Background: an optimization exercise with open tools, aiming at small area and a short achievable clock period. Do not read the settings as production practice. Where RTL was checked, it was by simulation tests only, not by an equivalence proof against the original.

==> inputs of job 9701 <==
==> flow/design.v <==
`timescale 1ns/1ps
`default_nettype none
package ex_cp0_pkg;
    typedef enum logic [4:0] {
        SYS = 5'd8,
        BP  = 5'd9,
        RI  = 5'd10,
        OV  = 5'd12
    } exc_code_t;
    typedef enum logic [4:0] {
        STATUS = 5'd12,
        CAUSE  = 5'd13,
        EPC    = 5'd14,
        EBASE  = 5'd15
    } cp0_idx_t;
    localparam int STATUS_EXL   = 1;
    localparam int CAUSE_IP_HI  = 15;  
    localparam int CAUSE_IP_LO  = 10;
    localparam int CAUSE_EXC_HI = 6;
    localparam int CAUSE_EXC_LO = 2;
endpackage
`default_nettype wire
`timescale 1ns/1ps
`default_nettype none
package ex_isa_pkg;
    typedef enum logic [5:0] {
        OP_SPECIAL = 6'h00, OP_J     = 6'h02, OP_JAL   = 6'h03, OP_BEQ  = 6'h04,
        OP_BNE     = 6'h05, OP_BLEZ  = 6'h06, OP_BGTZ  = 6'h07, OP_ADDI = 6'h08,
        OP_ADDIU   = 6'h09, OP_SLTI  = 6'h0a, OP_SLTIU = 6'h0b, OP_ANDI = 6'h0c,
        OP_ORI     = 6'h0d, OP_XORI  = 6'h0e, OP_LUI   = 6'h0f, OP_COP0 = 6'h10
    } opcode_t;
    typedef enum logic [5:0] {
        F_SLL     = 6'h00, F_SRL  = 6'h02, F_SRA  = 6'h03, F_SLLV = 6'h04,
        F_SRLV    = 6'h06, F_SRAV = 6'h07, F_JR   = 6'h08, F_JALR = 6'h09,
        F_SYSCALL = 6'h0c, F_BREAK = 6'h0d, F_ADD = 6'h20, F_ADDU = 6'h21,
        F_SUB     = 6'h22, F_SUBU = 6'h23, F_AND  = 6'h24, F_OR   = 6'h25,
        F_XOR     = 6'h26, F_NOR  = 6'h27, F_SLT  = 6'h2a, F_SLTU = 6'h2b
    } funct_t;
    localparam logic [4:0] RS_MF      = 5'b00000;
    localparam logic [4:0] RS_MT      = 5'b00100;
    localparam logic [5:0] ERET_FUNCT = 6'h18;
    typedef enum logic [3:0] {
        ALU, BRANCH, JUMP, JUMP_REG, MFC0, MTC0, ERET, SYSCALL, BREAK, RESERVED
    } instr_class_t;
    typedef enum logic [4:0] {
        ALU_ADD, ALU_ADDU, ALU_SUB, ALU_SUBU, ALU_AND, ALU_OR, ALU_XOR, ALU_NOR,
        ALU_SLL, ALU_SRL, ALU_SRA, ALU_SLLV, ALU_SRLV, ALU_SRAV, ALU_SLT, ALU_SLTU,
        ALU_ADDI, ALU_ADDIU, ALU_ANDI, ALU_ORI, ALU_XORI, ALU_SLTI, ALU_SLTIU, ALU_LUI
    } alu_op_t;
    typedef struct packed {
        logic                reg_write;
        logic [32-1:0] result;
    } wb_t;
    typedef struct packed {
        logic                  redirect;
        logic                  exception;
        logic [32-1:0]   target;
        logic [4:0]            code;
    } redirect_t;
endpackage
`default_nettype wire
`timescale 1ns/1ps
`default_nettype none
module ex_stage (
    input  logic                  clk,
    input  logic                  rst,
    input  logic [32-1:0]   instr_i,
    input  logic [32-1:0]   data_a_i,
    input  logic [32-1:0]   data_b_i,
    input  logic [32-1:0]   npc_i,
    input  logic                  valid_i,
    input  logic [5:0]            ip_i,
    output logic                  out_valid_o,
    output logic                  reg_write_o,
    output logic [32-1:0]   result_o,
    output logic                  redirect_o,
    output logic [32-1:0]   redirect_pc_o,
    output logic                  exception_o,
    output logic [4:0]            exc_code_o
);
    logic [5:0]  op, fn;
    logic [4:0]  rs, rd;
    logic [15:0] imm;
    assign op  = instr_i[31:26];
    assign fn  = instr_i[5:0];
    assign rs  = instr_i[25:21];
    assign rd  = instr_i[15:11];
    assign imm = instr_i[15:0];
    logic sp, i_alu, br, jmp, jreg, cop0, eret, mfc0, mtc0;
    logic sp_alu, sys, brk, rsv, ovf_cand;
    assign sp    = op == 6'h00;
    assign i_alu = op[5:3] == 3'b001;
    assign br    = op[5:2] == 4'b0001;
    assign jmp   = op[5:1] == 5'b00001;
    assign cop0  = op == 6'h10;
    assign eret  = cop0 & instr_i[25] & (fn == 6'h18);
    assign mfc0  = cop0 & (rs == 5'd0);
    assign mtc0  = cop0 & (rs == 5'd4);
    assign jreg  = sp & (fn[5:1] == 5'b00100);
    assign sys   = sp & (fn == 6'h0c);
    assign brk   = sp & (fn == 6'h0d);
    assign sp_alu = sp & ((fn[5:3] == 3'b100) | (fn[5:1] == 5'b10101) |
                          ((fn[5:3] == 3'b000) & (fn[1:0] != 2'b01)));
    assign rsv    = sp ? !(sp_alu | jreg | sys | brk)
                       : !(i_alu | br | jmp | eret | mfc0 | mtc0);
    assign ovf_cand = sp ? ((fn[5:3] == 3'b100) & !fn[2] & !fn[0]) : (op == 6'h08);
    logic [31:0] simm, zimm, bop, bx;
    logic        sub, uns;
    logic [33:0] sum_w;
    logic [31:0] sum;
    logic        cout, ovf, lts, lt, eq, le, taken;
    assign simm = {{16{imm[15]}}, imm};
    assign zimm = {16'd0, imm};
    assign bop  = op[3] ? (op[2] ? zimm : simm) : data_b_i;
    assign sub  = op[3] ? op[1] : (op[2] | fn[1]);
    assign uns  = op[3] ? op[0] : fn[0];
    assign bx   = bop ^ {32{sub}};
    assign sum_w = {1'b0, data_a_i, 1'b1} + {1'b0, bx, sub};
    assign sum   = sum_w[32:1];
    assign cout  = sum_w[33];
    assign ovf   = ovf_cand & (data_a_i[31] == bx[31]) & (sum[31] != data_a_i[31]);
    assign lts   = (data_a_i[31] ^ bop[31]) ? data_a_i[31] : sum[31];
    assign lt    = uns ? !cout : lts;
    assign eq    = &(data_a_i ^ bx);
    assign le    = lts | eq;
    assign taken = op[1] ? (le ^ op[0]) : (eq ^ op[0]);
    logic [1:0]  lsel;
    logic [31:0] logic_r;
    assign lsel = op[3] ? op[1:0] : fn[1:0];
    always_comb begin
        case (lsel)
            2'b00:   logic_r = data_a_i & bop;
            2'b01:   logic_r = data_a_i | bop;
            2'b10:   logic_r = data_a_i ^ bop;
            default: logic_r = op[3] ? {imm, 16'd0} : ~(data_a_i | bop);
        endcase
    end
    logic [4:0]  s;
    logic        right, fill;
    logic [31:0] sx, sz, shift_r, result_fix;
    assign s     = fn[2] ? data_a_i[4:0] : instr_i[10:6];
    assign right = fn[1];
    assign fill  = right & fn[0] & data_b_i[31];
    always_comb begin
        for (int i = 0; i < 32; i++) sx[i] = right ? data_b_i[i] : data_b_i[31 - i];
    end
    assign sz = 32'($signed({fill, sx}) >>> s);
    assign shift_r = sz;
    logic [29:0] k2;
    logic [31:0] npc_sum;
    assign k2      = br ? {{14{imm[15]}}, imm} : ((jreg | jmp) ? 30'd1 : {30{1'b1}});
    assign npc_sum = {npc_i[31:2] + k2, npc_i[1:0]};
    logic [31:0] status, epc, ebase, cause, cp0_rdata, vector;
    logic [5:0]  cause_ip;
    logic [3:0]  cause_exc;    
    assign cause  = {16'd0, cause_ip, 3'd0, 1'b0, cause_exc, 2'd0};
    assign vector = ebase + 32'h00000180;
    always_comb begin
        cp0_rdata = '0;
        if (rd[4:2] == 3'b011) begin
            case (rd[1:0])
                2'b00: cp0_rdata = status;
                2'b01: cp0_rdata = cause;
                2'b10: cp0_rdata = epc;
                2'b11: cp0_rdata = ebase;
            endcase
        end
    end
    logic s1, s0, live, exc, exc_enter, wr, redirect_d, exl;
    assign live      = valid_i & !(s1 | s0);
    assign exc       = sys | brk | rsv | ovf;
    assign exc_enter = live & exc;
    assign exl       = status[1];
    assign wr        = ((i_alu | sp_alu) & !ovf) | (jmp & op[0]) | (jreg & fn[0]) | mfc0;
    assign redirect_d = live & (exc | eret | jmp | jreg | (br & taken));
    always_ff @(posedge clk or negedge rst) begin
        if (!rst) begin
            s1 <= 1'b0;
            s0 <= 1'b0;
        end else begin
            s1 <= redirect_d | (!valid_i & s1);
            s0 <= valid_i ? s1 : s0;
        end
    end
    always_ff @(posedge clk or negedge rst) begin
        if (!rst) begin
            status    <= 32'h0000FA01;
            epc       <= '0;
            ebase     <= 32'h80001000;
            cause_ip  <= '0;
            cause_exc <= '0;
        end else begin
            cause_ip <= ip_i;
            if (exc_enter)
                cause_exc <= {1'b1, ovf_cand, rsv, brk};
            if (exc_enter && !exl) begin
                status[1] <= 1'b1;
                epc       <= npc_sum;
            end else if (live && eret) begin
                status[1] <= 1'b0;
            end else if (live && mtc0) begin
                case (rd)
                    5'd12: status <= data_b_i;
                    5'd14: epc    <= data_b_i;
                    5'd15: ebase  <= data_b_i;
                    default: ;
                endcase
            end
        end
    end
    logic sel_slt, sel_sum, sel_log, sel_sh, sel_link, sel_cp0;
    logic [31:0] result_d, target_d;
    assign sel_slt  = sp ? (fn[5] & fn[3])            : (op[3] & !op[2] & op[1]);
    assign sel_sum  = sp ? (fn[5] & !fn[3] & !fn[2])  : (op[3] & !op[2] & !op[1]);
    assign sel_log  = sp ? (fn[5] & !fn[3] & fn[2])   : (op[3] & op[2]);
    assign sel_sh   = sp & !fn[5] & !fn[3];
    assign sel_link = sp ? (!fn[5] & fn[3])           : (!op[3] & !op[4]);
    assign sel_cp0  = !sp & !op[3] & op[4];
    assign result_d = ({32{sel_sum}}  & sum)
                    | ({32{sel_log}}  & logic_r)
                    | ({32{sel_sh}}   & shift_r)
                    | {31'd0, sel_slt & lt}
                    | ({32{sel_link}} & npc_sum)
                    | ({32{sel_cp0}}  & cp0_rdata);
    always_comb begin
        if (br)        target_d = npc_sum;
        else if (jmp)  target_d = {npc_i[31:28], instr_i[25:0], 2'b00};
        else if (jreg) target_d = data_a_i;
        else if (eret) target_d = {epc[31:2], 2'b00};
        else           target_d = vector;
    end
    logic        valid_q, wr_q, redirect_q, exc_q, rev_q;
    logic [31:0] result_q, target_q;
    always_ff @(posedge clk or negedge rst) begin
        if (!rst) valid_q <= 1'b0;
        else      valid_q <= valid_i;
    end
    always_ff @(posedge clk) begin
        wr_q       <= live & wr;
        rev_q      <= sel_sh & !right;
        redirect_q <= redirect_d;
        exc_q      <= exc_enter;
        result_q   <= result_d;
        target_q   <= target_d;
    end
    assign out_valid_o   = valid_q;
    assign reg_write_o   = wr_q;
    always_comb begin
        for (int i = 0; i < 32; i++) result_fix[i] = rev_q ? result_q[31 - i] : result_q[i];
    end
    assign result_o      = result_fix;
    assign redirect_o    = redirect_q;
    assign redirect_pc_o = target_q;
    assign exception_o   = exc_q;
    assign exc_code_o    = {1'b0, cause_exc};
endmodule
`default_nettype wire
==> flow/flow/run.sh <==
#!/bin/bash
# The standard layout (ORFS, standard synthesis script and steps) with three ORFS
# variables changed: no full-adder extraction (ADDER_MAP_FILE empty), Yosys's default
# carry-lookahead map instead of the Kogge-Stone one (SYNTH_OPERATIONS_ARGS set), and
# port buffers of the plain buffer cell. Registers, names and all later steps are the
# standard flow's. The full make output goes to standard.log in the work folder.
set -euo pipefail
bash standard.sh ADDER_MAP_FILE= SYNTH_OPERATIONS_ARGS=-noshare \
  "BUFFER_PORTS_ARGS=-buffer_cell sky130_fd_sc_hd__buf_1" finish > standard.log 2>&1
==> flow/standard.sh <==
#!/bin/bash
# synth_recipe.tcl (not shown) runs the flow's synth.tcl, then flattens the netlist and writes it again
# the make line also repeats each setting of config.mk as NAME=value (left out here)
make -C /OpenROAD-flow-scripts/flow DESIGN_CONFIG=/design/flow/config.mk WORK_HOME=/design/flow/orfs CLKGATE_MAP_FILE= SYNTH_SCRIPT=/design/flow/synth_recipe.tcl "${@:-finish}"
==> flow/config.mk <==
export PLATFORM = sky130hd
export DESIGN_NAME = ex_stage
export DESIGN_NICKNAME = ex_stage
export VERILOG_FILES = /design/flow/design.v
export SDC_FILE = /design/flow/constraint.sdc
export NUM_CORES = 4
export LEC_CHECK = 0
export ABC_AREA = 1
export CAP_MARGIN = 20
export CORE_MARGIN = 2
export CORE_UTILIZATION = 40
export PLACE_DENSITY = 0.85
export SETUP_SLACK_MARGIN = 3.5
export SLEW_MARGIN = 20
==> flow/constraint.sdc <==
create_clock -name core_clock -period 8.0 [get_ports {clk}]
set_input_delay 1.6000 -clock core_clock [delete_from_list [all_inputs] [get_ports {clk}]]
set_output_delay 1.6000 -clock core_clock [all_outputs]
set_load 0.01 [all_outputs]
==> inputs of job 934, as changes to job 9701 <==
--- a/flow/design.v
+++ b/flow/design.v
@@ -113,6 +113,6 @@
     assign zimm = {16'd0, imm};
     assign bop  = op[3] ? (op[2] ? zimm : simm) : data_b_i;
-    assign sub  = op[3] ? op[1] : (op[2] | fn[1]);
-    assign uns  = op[3] ? op[0] : fn[0];
+    assign sub  = sp ? fn[1] : (op[3] ? op[1] : 1'b1);
+    assign uns  = sp ? fn[0] : op[0];
     assign bx   = bop ^ {32{sub}};
     assign sum_w = {1'b0, data_a_i, 1'b1} + {1'b0, bx, sub};
@@ -127,5 +127,5 @@
     logic [1:0]  lsel;
     logic [31:0] logic_r;
-    assign lsel = op[3] ? op[1:0] : fn[1:0];
+    assign lsel = sp ? fn[1:0] : op[1:0];
     always_comb begin
         case (lsel)
@@ -133,18 +133,24 @@
             2'b01:   logic_r = data_a_i | bop;
             2'b10:   logic_r = data_a_i ^ bop;
-            default: logic_r = op[3] ? {imm, 16'd0} : ~(data_a_i | bop);
+            default: logic_r = sp ? ~(data_a_i | bop) : {imm, 16'd0};
         endcase
     end
-    logic [4:0]  s;
+    logic [4:0]  s, r;
     logic        right, fill;
-    logic [31:0] sx, sz, shift_r, result_fix;
+    logic [31:0] r0, r1, r2, r3, r4, keep, shift_r;
     assign s     = fn[2] ? data_a_i[4:0] : instr_i[10:6];
     assign right = fn[1];
     assign fill  = right & fn[0] & data_b_i[31];
-    always_comb begin
-        for (int i = 0; i < 32; i++) sx[i] = right ? data_b_i[i] : data_b_i[31 - i];
-    end
-    assign sz = 32'($signed({fill, sx}) >>> s);
-    assign shift_r = sz;
+    assign r     = right ? s : 5'd0 - s;
+    assign r0 = r[0] ? {data_b_i[0],    data_b_i[31:1]} : data_b_i;
+    assign r1 = r[1] ? {r0[1:0],  r0[31:2]}  : r0;
+    assign r2 = r[2] ? {r1[3:0],  r1[31:4]}  : r1;
+    assign r3 = r[3] ? {r2[7:0],  r2[31:8]}  : r2;
+    assign r4 = r[4] ? {r3[15:0], r3[31:16]} : r3;
+    always_comb begin
+        for (int i = 0; i < 32; i++)
+            keep[i] = right ? ({1'b0, s} <= 6'(31 - i)) : ({1'b0, s} <= 6'(i));
+    end
+    assign shift_r = (r4 & keep) | ({32{fill}} & ~keep);
     logic [29:0] k2;
     logic [31:0] npc_sum;
@@ -230,5 +236,5 @@
         else           target_d = vector;
     end
-    logic        valid_q, wr_q, redirect_q, exc_q, rev_q;
+    logic        valid_q, wr_q, redirect_q, exc_q;
     logic [31:0] result_q, target_q;
     always_ff @(posedge clk or negedge rst) begin
@@ -238,5 +244,4 @@
     always_ff @(posedge clk) begin
         wr_q       <= live & wr;
-        rev_q      <= sel_sh & !right;
         redirect_q <= redirect_d;
         exc_q      <= exc_enter;
@@ -246,8 +251,5 @@
     assign out_valid_o   = valid_q;
     assign reg_write_o   = wr_q;
-    always_comb begin
-        for (int i = 0; i < 32; i++) result_fix[i] = rev_q ? result_q[31 - i] : result_q[i];
-    end
-    assign result_o      = result_fix;
+    assign result_o      = result_q;
     assign redirect_o    = redirect_q;
     assign redirect_pc_o = target_q;
==> flow/run.sh (new file) <==
#!/bin/bash
# synth_recipe.tcl (not shown) runs the flow's synth.tcl, then flattens the netlist and writes it again
# the make line also repeats each setting of config.mk as NAME=value (left out here)
make -C /OpenROAD-flow-scripts/flow DESIGN_CONFIG=/design/flow/config.mk WORK_HOME=/design/flow/orfs CLKGATE_MAP_FILE= SYNTH_SCRIPT=/design/flow/synth_recipe.tcl finish
- ABC_AREA: 1 -> unset
- PLACE_DENSITY: 0.85 -> unset
- SETUP_SLACK_MARGIN: 3.5 -> 3
removed: flow/flow/run.sh
removed: flow/standard.sh
==> impl_metrics.tcl <==
set metrics [dict create \
    status "timing/DRC/antenna clean" \
    gp_congestion 1.146 \
    viasPerCell 6.175 \
    combinationalPowerShare_pct 35.4 \
    die_area_sq_mm 0.04322 \
    clk-power_uw 923 \
    min_path_cells 2 \
    numPlacedInstances 3499 \
    layout_setup_ws_ns 3.462 \
    grt-busiest-layer "met2" \
    grt_pass1_wl_mm 126.9 \
    r2r_start "ebase[7]" \
    worstSetupPathDepth 9 \
    endpoint "result_q[25]" \
    clock_latency_ns 0.47 \
    synth_compound_area_share_pct 23.40 \
    clock_skew_ns 0.02083 \
    whs_ns 0.4869 \
]
[end of results for job 9701]
==> impl_metrics.tcl <==
set metrics [dict create \
    min_path_cells 1 \
    r2r_start "ebase[9]" \
    grt-busiest-layer "met1" \
    combinationalPowerShare_pct 49.0 \
    clock_skew_ns 0.01522 \
    layout_setup_ws_ns 2.995 \
    worstSetupPathDepth 15 \
    clk-power_uw 921 \
    die_area_sq_mm 0.04675 \
    grt_pass1_wl_mm 132.1 \
    synth_compound_area_share_pct 25.33 \
    endpoint "result_q[15]" \
    status "timing/DRC/antenna clean" \
]
[end of results for job 934]
Only the layout flow was run in job 9701; the RTL was not checked for function there.

[afterwards: timing with drivers on the ports]
The results above use ideal ports. As a check the final layouts listed here were re-extracted and re-timed, cells and wires unchanged.
Step 1, drivers: a clkbuf_16 drives clk and a buf_2 each remaining input, both assumed.
Step 2 moves the port delays by t, midway between the first and last clock arrival at a register: inputs arrive t later, outputs are due t later. That takes back most of the time a late clock gives input paths.
Slacks: ideal / step 1 / step 2; pairs: ideal / step 1.
run	shift t [ns]	setup WS [ns]	latest minus earliest clock arrival (ns)
job 9701	0.512	3.462 / 3.493 / 2.980	0.025 / 0.025
job 934	0.554	2.995 / 3.031 / 2.476	0.018 / 0.019
After both steps every run listed still meets setup and hold. For job 934, which loses most, drivers alone change the setup slack by +0.036 ns; drivers and shift together by -0.519 ns.
